Context: an optimization exercise on an open-source flow, tuned for small area, a short achievable clock period and few clock cycles. The choices shown serve that exercise and are no tape-out recipe. In this exercise RTL edits were held to simulation tests only and were not proved equivalent to the original. Power figures rest on the tool's default switching activity, not on a simulated workload.

===== design/flow/run.sh =====
#!/bin/bash
# synth_recipe.tcl (not shown) runs the flow's synth.tcl, then flattens the netlist and writes it again
# the make line also repeats each setting of config.mk as NAME=value (left out here)
make -C /OpenROAD-flow-scripts/flow DESIGN_CONFIG=/design/flow/config.mk WORK_HOME=/design/flow/orfs CLKGATE_MAP_FILE= SYNTH_SCRIPT=/design/flow/synth_recipe.tcl finish

===== design/flow/design.v =====
`default_nettype none
package abe_pkg;
   localparam logic OP_ENCODE = 1'b0;
   localparam logic OP_FINISH = 1'b1;
   localparam logic [1:0] STATUS_OK  = 2'd0;
   localparam logic [1:0] STATUS_BAD = 2'd1;
   localparam logic [1:0] STATUS_OVF = 2'd2;
   localparam logic [1:0] KIND_ENCODE = 2'd0;
   localparam logic [1:0] KIND_BAD    = 2'd1;
   localparam logic [1:0] KIND_FINISH = 2'd2;
   localparam logic [1:0] DESC_ENCODE = 2'd0;
   localparam logic [1:0] DESC_BAD    = 2'd1;
   localparam logic [1:0] DESC_OVF    = 2'd2;
   localparam logic [1:0] DESC_FINISH = 2'd3;
   localparam logic [4:0] PREC_MAX   = 5'd30;
   localparam logic [4:0] PREC_RESET = 5'd24;
   function automatic logic [4:0] clamp_prec(input logic [4:0] prec);
      clamp_prec = (prec > PREC_MAX) ? PREC_MAX : prec;
   endfunction
endpackage
`default_nettype wire
`default_nettype none
module abe_front
(
   input  wire logic          clock,
   input  wire logic          reset,
   input  wire logic          req_tvalid,
   output logic               req_tready,
   input  wire logic [63:0]   req_tdata,    
   input  wire logic [0:0]    req_tuser,    
   input  wire logic [4:0]    prec,
   output logic               r_valid,
   output logic [1:0]         r_kind,
   output logic [29:0]        r_cl,
   output logic [29:0]        r_ch,
   output logic               r_chn,       
   input  wire logic          r_pop,
   input  wire logic          r_chunk,
   input  wire logic          r_dbl
);
   logic [30:0] cl, ch, total;
   logic        bad, chn;
   logic [29:0] ch_adj;
   logic        take;
   logic        valid_ff;
   logic [1:0]  kind_ff;
   logic [29:0] cl_ff, ch_ff;
   logic        chn_ff;
   assign cl     = req_tdata[30:0];
   assign ch     = req_tdata[61:31];
   assign total  = 31'd1 << prec;
   assign bad    = (cl >= ch) || (ch > total);
   assign chn    = (ch == total);
   assign ch_adj = chn ? 30'(total - 31'd1) : ch[29:0];
   assign req_tready = !valid_ff || r_pop;
   assign take       = req_tvalid && req_tready;
   always_ff @(posedge clock) begin
      if (reset) begin
         valid_ff <= 1'b0;
      end else if (take) begin
         valid_ff <= 1'b1;
      end else if (r_pop) begin
         valid_ff <= 1'b0;
      end
   end
   always_ff @(posedge clock) begin
      if (take) begin
         kind_ff <= (req_tuser[0] == abe_pkg::OP_FINISH) ? abe_pkg::KIND_FINISH :
                    bad ? abe_pkg::KIND_BAD : abe_pkg::KIND_ENCODE;
         cl_ff   <= cl[29:0];
         ch_ff   <= ch_adj;
         chn_ff  <= chn;
      end else if (r_chunk) begin
         cl_ff   <= {16'd0, cl_ff[29:16]};
         ch_ff   <= {16'd0, ch_ff[29:16]};
      end else if (r_dbl) begin
         cl_ff   <= {cl_ff[28:0], 1'b0};
         ch_ff   <= {ch_ff[28:0], chn_ff};
      end
   end
   assign r_valid = valid_ff;
   assign r_kind  = kind_ff;
   assign r_cl    = cl_ff;
   assign r_ch    = ch_ff;
   assign r_chn   = chn_ff;
endmodule
`default_nettype wire
`default_nettype none
module abe_queue
(
   input  wire logic          clock,
   input  wire logic          reset,
   input  wire logic          d_load,
   input  wire logic [1:0]    d_type,
   input  wire logic [6:0]    d_pos,
   input  wire logic          d_carry,
   input  wire logic [30:0]   lo,
   input  wire logic [6:0]    top,         
   output logic               e_free,
   output logic               rsp_tvalid,
   input  wire logic          rsp_tready,
   output logic [7:0]         rsp_tdata,
   output logic               rsp_tlast,
   output logic [1:0]         rsp_tuser
);
   logic        dv_ff;
   logic [1:0]  dt_ff;
   logic [6:0]  dpos_ff;
   logic        dcar_ff;
   logic        adv;
   logic [30:0] elo_ff;
   logic [6:0]  eend_ff;
   logic        ev_ff;
   logic [1:0]  et_ff;
   logic [6:0]  pos_ff;
   logic        car_ff;
   logic        first_ff;
   logic [6:0]  pk_ff;
   logic [2:0]  pc_ff;
   logic        ov_ff;
   logic [7:0]  ob_ff;
   logic        ol_ff;
   logic [1:0]  os_ff;
   logic        out_free;
   logic        is_err, is_fin;
   logic        run;
   logic [6:0]  endp;
   logic [6:0]  rem, avail;
   logic [3:0]  t;
   logic [38:0] wsrc;
   logic [38:0] wsh;
   logic [7:0]  wb, rb, bits;
   logic [14:0] merged;
   logic [4:0]  tot;
   logic [6:0]  rem2;
   logic        full, pad, emit;
   logic [7:0]  obyte;
   logic        olast;
   logic        done;
   assign out_free = !ov_ff || rsp_tready;
   assign is_err   = (et_ff == abe_pkg::DESC_BAD) || (et_ff == abe_pkg::DESC_OVF);
   assign is_fin   = (et_ff == abe_pkg::DESC_FINISH);
   assign endp  = eend_ff;
   assign run   = (pos_ff >= 7'd32);
   assign rem   = pos_ff - endp;
   assign avail = (run && rem != '0) ? pos_ff - 7'd31 : rem;
   assign t     = (avail > 7'd8) ? 4'd8 : avail[3:0];
   assign wsrc = {elo_ff, 8'd0};
   assign wsh  = wsrc >> pos_ff[4:0];
   always_comb begin
      for (int i = 0; i < 8; i++) begin
         wb[i] = wsh[7 - i];
      end
   end
   always_comb begin
      rb = {8{!car_ff}};
      if (first_ff) rb[0] = car_ff;
   end
   assign bits = (run ? rb : wb) & ~(8'hff << t);
   assign merged = {8'd0, pk_ff} | ({7'd0, bits} << pc_ff);
   assign tot    = {2'b00, pc_ff} + {1'b0, t};
   assign rem2   = rem - {3'd0, t};
   assign full   = (tot >= 5'd8);
   assign pad    = is_fin && (rem2 == '0) && !full && (tot != '0);
   assign emit   = is_err || full || pad;
   assign obyte  = is_err ? 8'd0 : merged[7:0];
   always_comb begin
      if (is_err) begin
         olast = 1'b1;
      end else if (is_fin) begin
         olast = pad || ((tot[2:0] == 3'd0) && (rem2 == '0));
      end else begin
         olast = ({4'd0, tot[2:0]} + rem2) < 7'd8;
      end
   end
   assign done   = ev_ff && (is_err || ((rem2 == '0) && !(is_fin && full && (tot[2:0] != 3'd0))))
                   && (!emit || out_free);
   assign adv    = !ev_ff || done;
   assign e_free = !dv_ff || adv;
   always_ff @(posedge clock) begin
      if (reset) begin
         ev_ff    <= 1'b0;
         dv_ff    <= 1'b0;
         pk_ff    <= '0;
         pc_ff    <= '0;
         ov_ff    <= 1'b0;
      end else begin
         if (ev_ff && (!emit || out_free)) begin
            if (!is_err) begin
               if (pad) begin
                  pk_ff <= '0;
                  pc_ff <= '0;
               end else if (full) begin
                  pk_ff <= merged[14:8];
                  pc_ff <= tot[2:0];
               end else begin
                  pk_ff <= merged[6:0];
                  pc_ff <= tot[2:0];
               end
            end
         end
         if (d_load) begin
            dv_ff <= 1'b1;
         end else if (adv) begin
            dv_ff <= 1'b0;
         end
         if (adv) begin
            ev_ff <= dv_ff;
         end
         if (ev_ff && emit && out_free) begin
            ov_ff <= 1'b1;
         end else if (rsp_tready) begin
            ov_ff <= 1'b0;
         end
      end
   end
   always_ff @(posedge clock) begin
      if (d_load) begin
         dt_ff    <= d_type;
         dpos_ff  <= d_pos;
         dcar_ff  <= d_carry;
      end
      if (adv) begin
         et_ff    <= dt_ff;
         pos_ff   <= dpos_ff;
         car_ff   <= dcar_ff;
         elo_ff   <= lo;
         eend_ff  <= top;
         first_ff <= 1'b1;
      end else if (ev_ff && (!emit || out_free)) begin
         pos_ff   <= pos_ff - {3'd0, t};
         first_ff <= 1'b0;
      end
      if (ev_ff && emit && out_free) begin
         ob_ff <= obyte;
         ol_ff <= olast;
         os_ff <= is_err ? ((et_ff == abe_pkg::DESC_BAD) ? abe_pkg::STATUS_BAD
                                                          : abe_pkg::STATUS_OVF)
                         : abe_pkg::STATUS_OK;
      end
   end
   assign rsp_tvalid = ov_ff;
   assign rsp_tdata  = ob_ff;
   assign rsp_tlast  = ol_ff;
   assign rsp_tuser  = os_ff;
endmodule
`default_nettype wire
`default_nettype none
module abe_back
(
   input  wire logic          clock,
   input  wire logic          reset,
   input  wire logic [4:0]    prec,
   input  wire logic          r_valid,
   input  wire logic [1:0]    r_kind,
   input  wire logic [29:0]   r_cl,
   input  wire logic [29:0]   r_ch,
   input  wire logic          r_chn,
   output logic               r_pop,
   output logic               r_chunk,
   output logic               r_dbl,
   input  wire logic          e_free,
   output logic               d_load,
   output logic [1:0]         d_type,
   output logic [6:0]         d_pos,       
   output logic               d_carry,
   output logic [30:0]        lo_q,
   output logic [6:0]         top_q        
);
   localparam logic [1:0] P0 = 2'd0;       
   localparam logic [1:0] P1 = 2'd1;       
   localparam logic [1:0] P2 = 2'd2;       
   localparam logic [1:0] P3 = 2'd3;       
   logic [30:0] s_ff, lo_ff;
   logic [4:0]  z_ff;                      
   logic        a0_ff;                     
   logic [6:0]  tw_ff;
   logic        busy_ff;
   logic [1:0]  ph_ff;
   logic [4:0]  dcnt_ff;
   logic [41:6] accl_ff, acch_ff;          
   logic [31:0] hi_sum;
   logic [4:0]  m;
   logic [4:0]  bl;
   logic [30:0] dx;
   logic [6:0]  tp1;
   logic        lt;
   logic [4:0]  k, dd;
   logic [30:0] st;
   logic        a0nz, chinz;
   logic [1:0]  cur, nxt;
   logic        last;
   logic [7:0]  twp1;
   logic        ovf;
   logic [30:0] lw;
   logic [24:0] opa;
   logic [31:0] addl, addh;
   logic [41:0] rl, rh;
   logic [30:0] ql, qh;
   logic [31:0] lsum;
   logic [30:0] s_new;
   logic [4:0]  z;
   abe_lzc u_lzc (.x(s_new), .z(z));
   assign m      = 5'd30 - z_ff;
   assign hi_sum = {1'b0, lo_ff} + {1'b0, s_ff} - 32'd1;
   assign dx     = lo_ff ^ hi_sum[30:0];
   always_comb begin
      bl = '0;
      for (int i = 0; i < 31; i++) begin
         if (dx[i]) bl = 5'(i + 1);
      end
   end
   assign tp1 = (hi_sum[31] && tw_ff >= 7'd32) ? tw_ff : {2'b00, bl};
   assign lt   = (m < prec);
   assign k    = lt ? prec - m : 5'd0;
   assign dd   = lt ? 5'd0 : m - prec;
   assign twp1 = {1'b0, tp1} + {3'b000, k};
   assign ovf  = (k != '0) && hi_sum[31] && ({1'b0, tw_ff} + {3'b000, k} > 8'd64);
   assign lw   = lo_ff << k;
   abe_shl u_shl (.x(s_ff), .sh(z_ff), .y(st));
   assign a0nz  = a0_ff;
   logic a0_new;
   assign a0_new = (s_new[30] && (s_new[5:0] != '0)) ||
                   (s_new[30:29] == 2'b01 && (s_new[4:0] != '0)) ||
                   (s_new[30:28] == 3'b001 && (s_new[3:0] != '0)) ||
                   (s_new[30:27] == 4'b0001 && (s_new[2:0] != '0)) ||
                   (s_new[30:26] == 5'b00001 && (s_new[1:0] != '0)) ||
                   (s_new[30:25] == 6'b000001 && s_new[0]);
   assign chinz = (r_cl[29:16] != '0) || (r_ch[29:16] != '0);
   assign cur   = busy_ff ? ph_ff : (a0nz ? P0 : P1);
   assign last  = (cur == P3) || ((cur == P1) && !chinz);
   always_comb begin
      unique case (cur)
         P0:      nxt = P1;
         P1:      nxt = a0nz ? P2 : P3;
         default: nxt = P3;
      endcase
   end
   assign opa = (cur == P0 || cur == P2) ? {19'd0, st[5:0]} : st[30:6];
   always_comb begin
      if (!busy_ff) begin
         addl = '0;
         addh = !r_chn ? '0 : a0nz ? {1'b0, st} : {7'd0, st[30:6]};
      end else begin
         unique case (cur)
            P1:      begin addl = accl_ff[37:6];  addh = acch_ff[37:6];  end
            P2:      begin addl = accl_ff[41:10]; addh = acch_ff[41:10]; end
            default: begin
               addl = a0nz ? accl_ff[37:6] : {6'd0, accl_ff[41:16]};
               addh = a0nz ? acch_ff[37:6] : {6'd0, acch_ff[41:16]};
            end
         endcase
      end
   end
   abe_mac u_macl (.a(opa), .b(r_cl[15:0]), .c(addl), .r(rl));
   abe_mac u_mach (.a(opa), .b(r_ch[15:0]), .c(addh), .r(rh));
   assign ql   = (cur == P3) ? rl[38:8] : {13'd0, rl[41:24]};
   assign qh   = (cur == P3) ? rh[38:8] : {13'd0, rh[41:24]};
   abe_sub u_snew (.a(qh), .b(ql), .d(s_new));
   abe_add u_lsum (.a(lw), .b(ql), .s(lsum));
   logic is_enc, is_bad, is_fin, do_dbl, do_pass, do_enc, do_ovf, do_fin, ready;
   assign is_enc  = r_valid && (r_kind == abe_pkg::KIND_ENCODE);
   assign is_bad  = r_valid && (r_kind == abe_pkg::KIND_BAD);
   assign is_fin  = r_valid && (r_kind == abe_pkg::KIND_FINISH);
   assign do_dbl  = is_enc && !busy_ff && (dcnt_ff != dd);
   assign ready   = !do_dbl && last;
   assign do_pass = is_enc && !do_dbl && !last;
   assign do_ovf  = is_enc && ready && ovf && e_free;
   assign do_enc  = is_enc && ready && !ovf && e_free;
   assign do_fin  = is_fin && e_free;
   assign r_pop   = e_free && (is_bad || is_fin || (is_enc && ready));
   assign r_chunk = do_pass && (cur == P1);
   assign r_dbl   = do_dbl;
   assign d_load  = r_pop;
   assign d_type  = do_fin ? abe_pkg::DESC_FINISH :
                    is_bad ? abe_pkg::DESC_BAD :
                    do_ovf ? abe_pkg::DESC_OVF : abe_pkg::DESC_ENCODE;
   assign d_pos   = do_fin ? tp1 : twp1[6:0];
   assign d_carry = do_fin ? 1'b0 : lsum[31];
   always_ff @(posedge clock) begin
      if (reset) begin
         s_ff     <= 31'd1;
         z_ff     <= 5'd30;
         a0_ff    <= 1'b0;
         lo_ff    <= '0;
         tw_ff    <= '0;
         busy_ff  <= 1'b0;
         ph_ff    <= P0;
         dcnt_ff  <= '0;
      end else begin
         if (do_enc) begin
            s_ff     <= s_new;
            z_ff     <= z;
            a0_ff    <= a0_new;
            lo_ff    <= lsum[30:0];
            tw_ff    <= twp1[6:0];
         end else if (do_fin) begin
            s_ff     <= 31'd1;
            z_ff     <= 5'd30;
            a0_ff    <= 1'b0;
            tw_ff    <= '0;
         end
         if (r_pop) begin
            busy_ff  <= 1'b0;
            dcnt_ff  <= '0;
         end else if (do_dbl) begin
            dcnt_ff  <= dcnt_ff + 5'd1;
         end else if (do_pass) begin
            busy_ff  <= 1'b1;
            ph_ff    <= nxt;
         end
      end
   end
   always_ff @(posedge clock) begin
      if (do_pass) begin
         accl_ff <= rl[41:6];
         acch_ff <= rh[41:6];
      end
   end
   assign lo_q  = lo_ff;
   assign top_q = tp1;
endmodule
`default_nettype wire
`default_nettype none
module abe_mac
(
   input  wire logic [24:0]   a,
   input  wire logic [15:0]   b,
   input  wire logic [31:0]   c,
   output logic [41:0]        r
);
   logic [41:0] a_w, b_w;
   assign a_w = {17'd0, a};
   assign b_w = {26'd0, b};
   assign r   = a_w * b_w + {10'd0, c};
endmodule
`default_nettype wire
`default_nettype none
module abe_shl
(
   input  wire logic [30:0]   x,
   input  wire logic [4:0]    sh,
   output logic [30:0]        y
);
   assign y = x << sh;
endmodule
`default_nettype wire
`default_nettype none
module abe_lzc
(
   input  wire logic [30:0]   x,
   output logic [4:0]         z
);
   logic [31:0] y0;
   logic [15:0] y1;
   logic [7:0]  y2;
   logic [3:0]  y3;
   logic [1:0]  y4;
   logic [4:0]  n;
   assign y0   = {1'b0, x};
   assign n[4] = (y0[31:16] == '0);
   assign y1   = n[4] ? y0[15:0] : y0[31:16];
   assign n[3] = (y1[15:8] == '0);
   assign y2   = n[3] ? y1[7:0] : y1[15:8];
   assign n[2] = (y2[7:4] == '0);
   assign y3   = n[2] ? y2[3:0] : y2[7:4];
   assign n[1] = (y3[3:2] == '0);
   assign y4   = n[1] ? y3[1:0] : y3[3:2];
   assign n[0] = !y4[1];
   assign z    = n - 5'd1;
endmodule
`default_nettype wire
`default_nettype none
module abe_add
(
   input  wire logic [30:0]   a,
   input  wire logic [30:0]   b,
   output logic [31:0]        s
);
   assign s = {1'b0, a} + {1'b0, b};
endmodule
`default_nettype wire
`default_nettype none
module abe_sub
(
   input  wire logic [30:0]   a,
   input  wire logic [30:0]   b,
   output logic [30:0]        d
);
   assign d = a - b;
endmodule
`default_nettype wire
`default_nettype none
module arithmetic_encoder_bitstream
(
   input  wire logic        clock,
   input  wire logic        reset,
   input  wire logic        req_tvalid,
   output logic             req_tready,
   input  wire logic [63:0] req_tdata,    
   input  wire logic [0:0]  req_tuser,    
   output logic             rsp_tvalid,
   input  wire logic        rsp_tready,
   output logic [7:0]       rsp_tdata,    
   output logic             rsp_tlast,
   output logic [1:0]       rsp_tuser,    
   input  wire logic        csr_valid,
   output logic             csr_ready,
   input  wire logic [4:0]  csr_wdata
);
   logic [4:0]  prec_ff;
   logic [4:0]  prec_eff;
   logic        r_valid, r_chn, r_pop, r_chunk, r_dbl;
   logic [1:0]  r_kind;
   logic [29:0] r_cl, r_ch;
   logic        e_free, d_load, d_carry;
   logic [1:0]  d_type;
   logic [6:0]  d_pos, top;
   logic [30:0] lo;
   assign csr_ready = 1'b1;
   assign prec_eff  = abe_pkg::clamp_prec(prec_ff);
   always_ff @(posedge clock) begin
      if (reset) begin
         prec_ff <= abe_pkg::PREC_RESET;
      end else if (csr_valid) begin
         prec_ff <= csr_wdata;
      end
   end
   abe_front u_front (
      .clock      (clock),
      .reset      (reset),
      .req_tvalid (req_tvalid),
      .req_tready (req_tready),
      .req_tdata  (req_tdata),
      .req_tuser  (req_tuser),
      .prec       (prec_eff),
      .r_valid    (r_valid),
      .r_kind     (r_kind),
      .r_cl       (r_cl),
      .r_ch       (r_ch),
      .r_chn      (r_chn),
      .r_pop      (r_pop),
      .r_chunk    (r_chunk),
      .r_dbl      (r_dbl)
   );
   abe_back u_back (
      .clock      (clock),
      .reset      (reset),
      .prec       (prec_eff),
      .r_valid    (r_valid),
      .r_kind     (r_kind),
      .r_cl       (r_cl),
      .r_ch       (r_ch),
      .r_chn      (r_chn),
      .r_pop      (r_pop),
      .r_chunk    (r_chunk),
      .r_dbl      (r_dbl),
      .e_free     (e_free),
      .d_load     (d_load),
      .d_type     (d_type),
      .d_pos      (d_pos),
      .d_carry    (d_carry),
      .lo_q       (lo),
      .top_q      (top)
   );
   abe_queue u_queue (
      .clock      (clock),
      .reset      (reset),
      .d_load     (d_load),
      .d_type     (d_type),
      .d_pos      (d_pos),
      .d_carry    (d_carry),
      .lo         (lo),
      .top        (top),
      .e_free     (e_free),
      .rsp_tvalid (rsp_tvalid),
      .rsp_tready (rsp_tready),
      .rsp_tdata  (rsp_tdata),
      .rsp_tlast  (rsp_tlast),
      .rsp_tuser  (rsp_tuser)
   );
endmodule
`default_nettype wire

===== design/flow/constraint.sdc =====
create_clock -name core_clock -period 11.0 [get_ports {clock}]
set_input_delay 2.2000 -clock core_clock [delete_from_list [all_inputs] [get_ports {clock}]]
set_output_delay 2.2000 -clock core_clock [all_outputs]
set_load 0.01 [all_outputs]

===== design/flow/config.mk =====
export PLATFORM = sky130hd
export DESIGN_NAME = arithmetic_encoder_bitstream
export DESIGN_NICKNAME = arithmetic_encoder_bitstream
export VERILOG_FILES = /design/flow/design.v
export SDC_FILE = /design/flow/constraint.sdc
export NUM_CORES = 4
export LEC_CHECK = 0
export CAP_MARGIN = 20
export CORE_MARGIN = 2
export CORE_UTILIZATION = 45
export SLEW_MARGIN = 20
export SYNTH_HIERARCHICAL = 1

==> run summary <==
## state kept, by name (all words and copies together) (netlist names), 8 cells and up
| register | flops |
|---|---|
| u_back.s_ff | 31 |
| u_queue.elo_ff | 31 |
| u_queue.ob_ff | 8 |
| u_back.acch_ff | 36 |
| u_front.ch_ff | 30 |
| u_back.accl_ff | 36 |
| u_back.lo_ff | 31 |
| u_front.cl_ff | 30 |
## worst min path at each step
stage	end	cells after the start	slack (ns)	startpoint
finish	u_queue.et_ff[1]	0	0.43	u_queue.dt_ff[1]
global route	u_queue.et_ff[1]	0	0.44	u_queue.dt_ff[1]
CTS	u_queue.et_ff[1]	0	0.42	u_queue.dt_ff[1]
detailed placement	u_queue.et_ff[1]	0	0.41	u_queue.dt_ff[1]
global placement	u_queue.et_ff[1]	0	0.41	u_queue.dt_ff[1]
floorplan	u_queue.car_ff	0	0.40	u_queue.dcar_ff
## critical path, delay by kind of cell, from the launching register on
| family | cells | cell delay, ns |
|---|---|---|
| buffers and inverters | 11 | 1.40 |
| adders and majority gates | 8 | 3.48 |
| and+or+nand+nor | 5 | 1.40 |
| muxes | 3 | 1.02 |
| xor gates and xnor gates | 2 | 0.35 |
| AOI/OAI and AO/OA | 16 | 3.08 |
| DFF | 1 | 0.42 |
## final cells by class
| cell class | instances | area share |
|---|---|---|
| tap | 1768 | 0.0307 |
| timing repair buffer | 942 | 0.109 |
| clock buffer | 48 | 0.0153 |
| inverter | 1139 | 0.0596 |
| clock inverter | 29 | 0.00531 |
| sequential | 307 | 0.114 |
| multi-input combinational | 5252 | 0.666 |
## through the flow
step / setup slack, ns / cell area, um^2 / hold slack, ns / power (mW) / setup TNS [ns]
finish: -0.317 / 72200 / 0.427 / 5.29 / -0.807
CTS: -0.0284 / 71200 / 0.425 / 5.18 / -0.0437
global route: -0.610 / 72200 / 0.443 / 5.55 / -2.23
detailed placement: -1.12 / 67700 / 0.412 / 3.56 / -5.07
floorplan: 0.260 / 60200 / 0.400 / 2.72 / 0
global placement: -1.05 / 67700 / 0.413 / 3.53 / -4.72
## where the power goes
group,internal [mW],switching [mW]
Combinational,1.01,1.32
Sequential,1.32,0.135
Clock,0.861,0.644
Total,3.19,2.10
## layout by cell type, fill, tap and decap left out, types with 86 or more instances in the layout
| cell type | count |
|---|---|
| inv_1 | 1100 |
| nand2_1 | 907 |
| buf_4 | 780 |
| fa_1 | 700 |
| ha_1 | 420 |
| and2_1 | 382 |
| a21oi_1 | 375 |
| nor2_1 | 256 |
| edfxtp_1 | 204 |
| o21ai_0 | 188 |
| mux2i_1 | 179 |
| nand3_1 | 125 |
| dfxtp_1 | 100 |
| xnor2_1 | 97 |
| xor2_1 | 86 |
## what timing repair did
action / CTS / global route
setup endpoints to repair: 6 / 6
pin swaps: 165 / 162
buffers inserted: 53 / 32
cloned: 1 / 0
resized for setup: 359 / 173
## layer usage
metal / global-route usage / up-vias / part of all wire
met3: 0.0321 / 371 / 0.057
li1: - / 24790 / -
met1: 0.383 / 26524 / 0.43
met2: 0.471 / 1735 / 0.47
met4: 0.107 / 0 / 0.043
met5: 0 / - / 0
==> report_table.html <==
<table>
<tr><th>Metric</th><th>Value</th></tr>
<tr><th colspan="2">Detailed routing</th></tr>
<tr><td>Post-detailed-route wirelength per cell</td><td>20.7 um</td></tr>
<tr><td>1st-pass router iterations</td><td>6</td></tr>
<tr><td>Remaining antenna violation count after routing</td><td>0</td></tr>
<tr><td>Post-DR vias/cell</td><td>5.63</td></tr>
<tr><td>Post-detailed-route DRC marker count</td><td>0</td></tr>
<tr><td>Vias</td><td>53420</td></tr>
<tr><td>Number of DRC violations after detailed-routing iteration 0</td><td>4133</td></tr>
<tr><td>Wire length reported by the detailed router</td><td>196000 um</td></tr>
<tr><th colspan="2">Cells and area</th></tr>
<tr><td>Fill cell count</td><td>12333</td></tr>
<tr><td>Final core utilization</td><td>0.542</td></tr>
<tr><td>Antenna cell count</td><td>0</td></tr>
<tr><td># nets final</td><td>8947</td></tr>
<tr><td>Ratio of cells with drive above 1 in the final layout</td><td>0.199</td></tr>
<tr><td>Post-route insts no fill</td><td>9485</td></tr>
<tr><td>Multi-input logic area</td><td>0.0481 mm^2</td></tr>
<tr><td>FF+latch area</td><td>0.00820 mm^2</td></tr>
<tr><td>Synth-to-Final Area Change</td><td>19.9%</td></tr>
<tr><th colspan="2">Pwr</th></tr>
<tr><td>Total power density per cell area</td><td>73.2 mW/mm^2</td></tr>
<tr><td>Pleak</td><td>33.0 nW</td></tr>
<tr><td>Largest voltage drop on the vdd net</td><td>0.105 mV</td></tr>
<tr><th colspan="2">Floorplan</th></tr>
<tr><td>Starting Density</td><td>0.452</td></tr>
<tr><td>Width of the die</td><td>370 um</td></tr>
<tr><td>Io pins</td><td>89</td></tr>
<tr><td>Std cell rows</td><td>134</td></tr>
<tr><td>Core Area</td><td>0.133 mm^2</td></tr>
<tr><td>Die Ht</td><td>370 um</td></tr>
<tr><td>Die Footprint</td><td>0.137 mm^2</td></tr>
<tr><th colspan="2">Worst setup path</th></tr>
<tr><td>Critical Path Start Type</td><td>register</td></tr>
<tr><td>Master of the slowest instance on the critical path</td><td>fa_2</td></tr>
<tr><td>Crit path arrival time</td><td>11.83 ns</td></tr>
<tr><td>Cell type with the highest occurrence count on the critical path</td><td>fa_1</td></tr>
<tr><td>Crit-path max FO</td><td>10</td></tr>
<tr><td>Flop2flop setup slack</td><td>-0.32 ns</td></tr>
<tr><td>Worst setup path end</td><td>u_back.z_ff[1]</td></tr>
<tr><td>Data required time of the worst path</td><td>11.52 ns</td></tr>
<tr><td>End of the worst register-to-register path</td><td>u_back.z_ff[1]</td></tr>
<tr><td>R2R cell count</td><td>45</td></tr>
<tr><td>First element of the critical path</td><td>u_back.z_ff[0]</td></tr>
<tr><td>Path type of the worst setup path</td><td>register to register</td></tr>
<tr><td>Worst Setup End Kind</td><td>register</td></tr>
<tr><td>Max stage delay on crit path</td><td>0.59 ns</td></tr>
<tr><td>Critical register-to-register path startpoint</td><td>u_back.z_ff[0]</td></tr>
<tr><th colspan="2">STA</th></tr>
<tr><td>Transition time of the tightest slew-check pin</td><td>1.21 ns</td></tr>
<tr><td>Rel. slew slack</td><td>0.195</td></tr>
<tr><td>Minimum clock period</td><td>11.32 ns</td></tr>
<tr><td>Clock Skew</td><td>0.0644 ns</td></tr>
<tr><td>RSZ-0062 raised after global routing</td><td>yes</td></tr>
<tr><td>Hold Vio Cnt, Final</td><td>0</td></tr>
<tr><td>Final worst setup slack</td><td>-0.317 ns</td></tr>
<tr><td>Fin. max-slew vios</td><td>0</td></tr>
<tr><td>Share of the clock period used by the worst path</td><td>1.03</td></tr>
<tr><td>Setup violators final</td><td>3</td></tr>
<tr><td>Max Clk Rate</td><td>0.0884 GHz</td></tr>
<tr><th colspan="2">Clock tree</th></tr>
<tr><td>Clock tree from TritonCTS</td><td>done</td></tr>
<tr><td># clock sinks</td><td>307</td></tr>
<tr><td>Worst-Skew Late Latency</td><td>0.67 ns</td></tr>
<tr><td>Number of CTS-inserted buffers</td><td>42</td></tr>
<tr><td>Number of levels in the clock H-tree</td><td>2</td></tr>
<tr><td>Root buf cell</td><td>clkbuf_16</td></tr>
<tr><td>Clock input transition at the sequential cells of the worst setup and hold paths</td><td>0.06 ns</td></tr>
<tr><td>Number of buffers inserted by hold repair at cts</td><td>0</td></tr>
<tr><td>Maximum clock insertion buffer count</td><td>3</td></tr>
<tr><th colspan="2">Synth</th></tr>
<tr><td>Total number of yosys warnings</td><td>10</td></tr>
<tr><td>Cell Area, Synth</td><td>0.0602 mm^2</td></tr>
<tr><td>Average size of a mapped cell</td><td>8.50 um^2</td></tr>
<tr><td>Cells after Synth</td><td>7075</td></tr>
<tr><td>Net count after synthesis</td><td>8338</td></tr>
<tr><th colspan="2">Global route</th></tr>
<tr><td>Grt ovf</td><td>0</td></tr>
<tr><td>Global-route usage over all layers</td><td>0.285</td></tr>
<tr><td>Antenna violations before repair</td><td>0</td></tr>
<tr><td>Vias in the first global route</td><td>53729</td></tr>
<tr><td>Largest net degree at the start of global routing</td><td>72</td></tr>
<tr><td>First-pass GRT wire length</td><td>307000 um</td></tr>
<tr><th colspan="2">Place</th></tr>
<tr><td>Number of buffers added on ports</td><td>85</td></tr>
<tr><td>HPWL reported at the end of detailed placement</td><td>160000 um</td></tr>
<tr><td>Placed cell count</td><td>9327</td></tr>
<tr><td>Routability congestion estimate from global placement</td><td>0.991</td></tr>
<tr><th colspan="2">Status</th></tr>
<tr><td>Result of the run</td><td>finished with violations</td></tr>
<tr><td>Layout Check Failures</td><td>setup timing</td></tr>
<tr><th colspan="2">Flow run</th></tr>
<tr><td>Max_cap viols</td><td>0</td></tr>
<tr><th colspan="2">Hold path</th></tr>
<tr><td>Hold Path Class</td><td>register to register</td></tr>
</table>
Testbench counts, summed over its fixed seeds: cycles 5,106.

==> port drivers added, routing unchanged <==
Ports are ideal in the flow. The routed layout listed here was re-timed in OpenROAD. Step 1: set_driving_cell puts a clkbuf_16 on clock and a buf_2 on each other input, an assumption about the parent block. Step 2 times the ports against the registers' clock, not the clock port: input delays grow and output delays shrink by t, the midpoint of the rising clock arrivals with the driver on. a / b / c = ideal ports / drivers / drivers and shift; a / b = the first two.
shift t [ns]: 0.720
slack for setup (ns): -0.317 / -0.317 / -0.317
worst hold slack (ns): 0.427 / 0.427 / 0.427
The setup slack of this run moves by 0.000 ns with the drivers and by 0.000 ns with both steps.
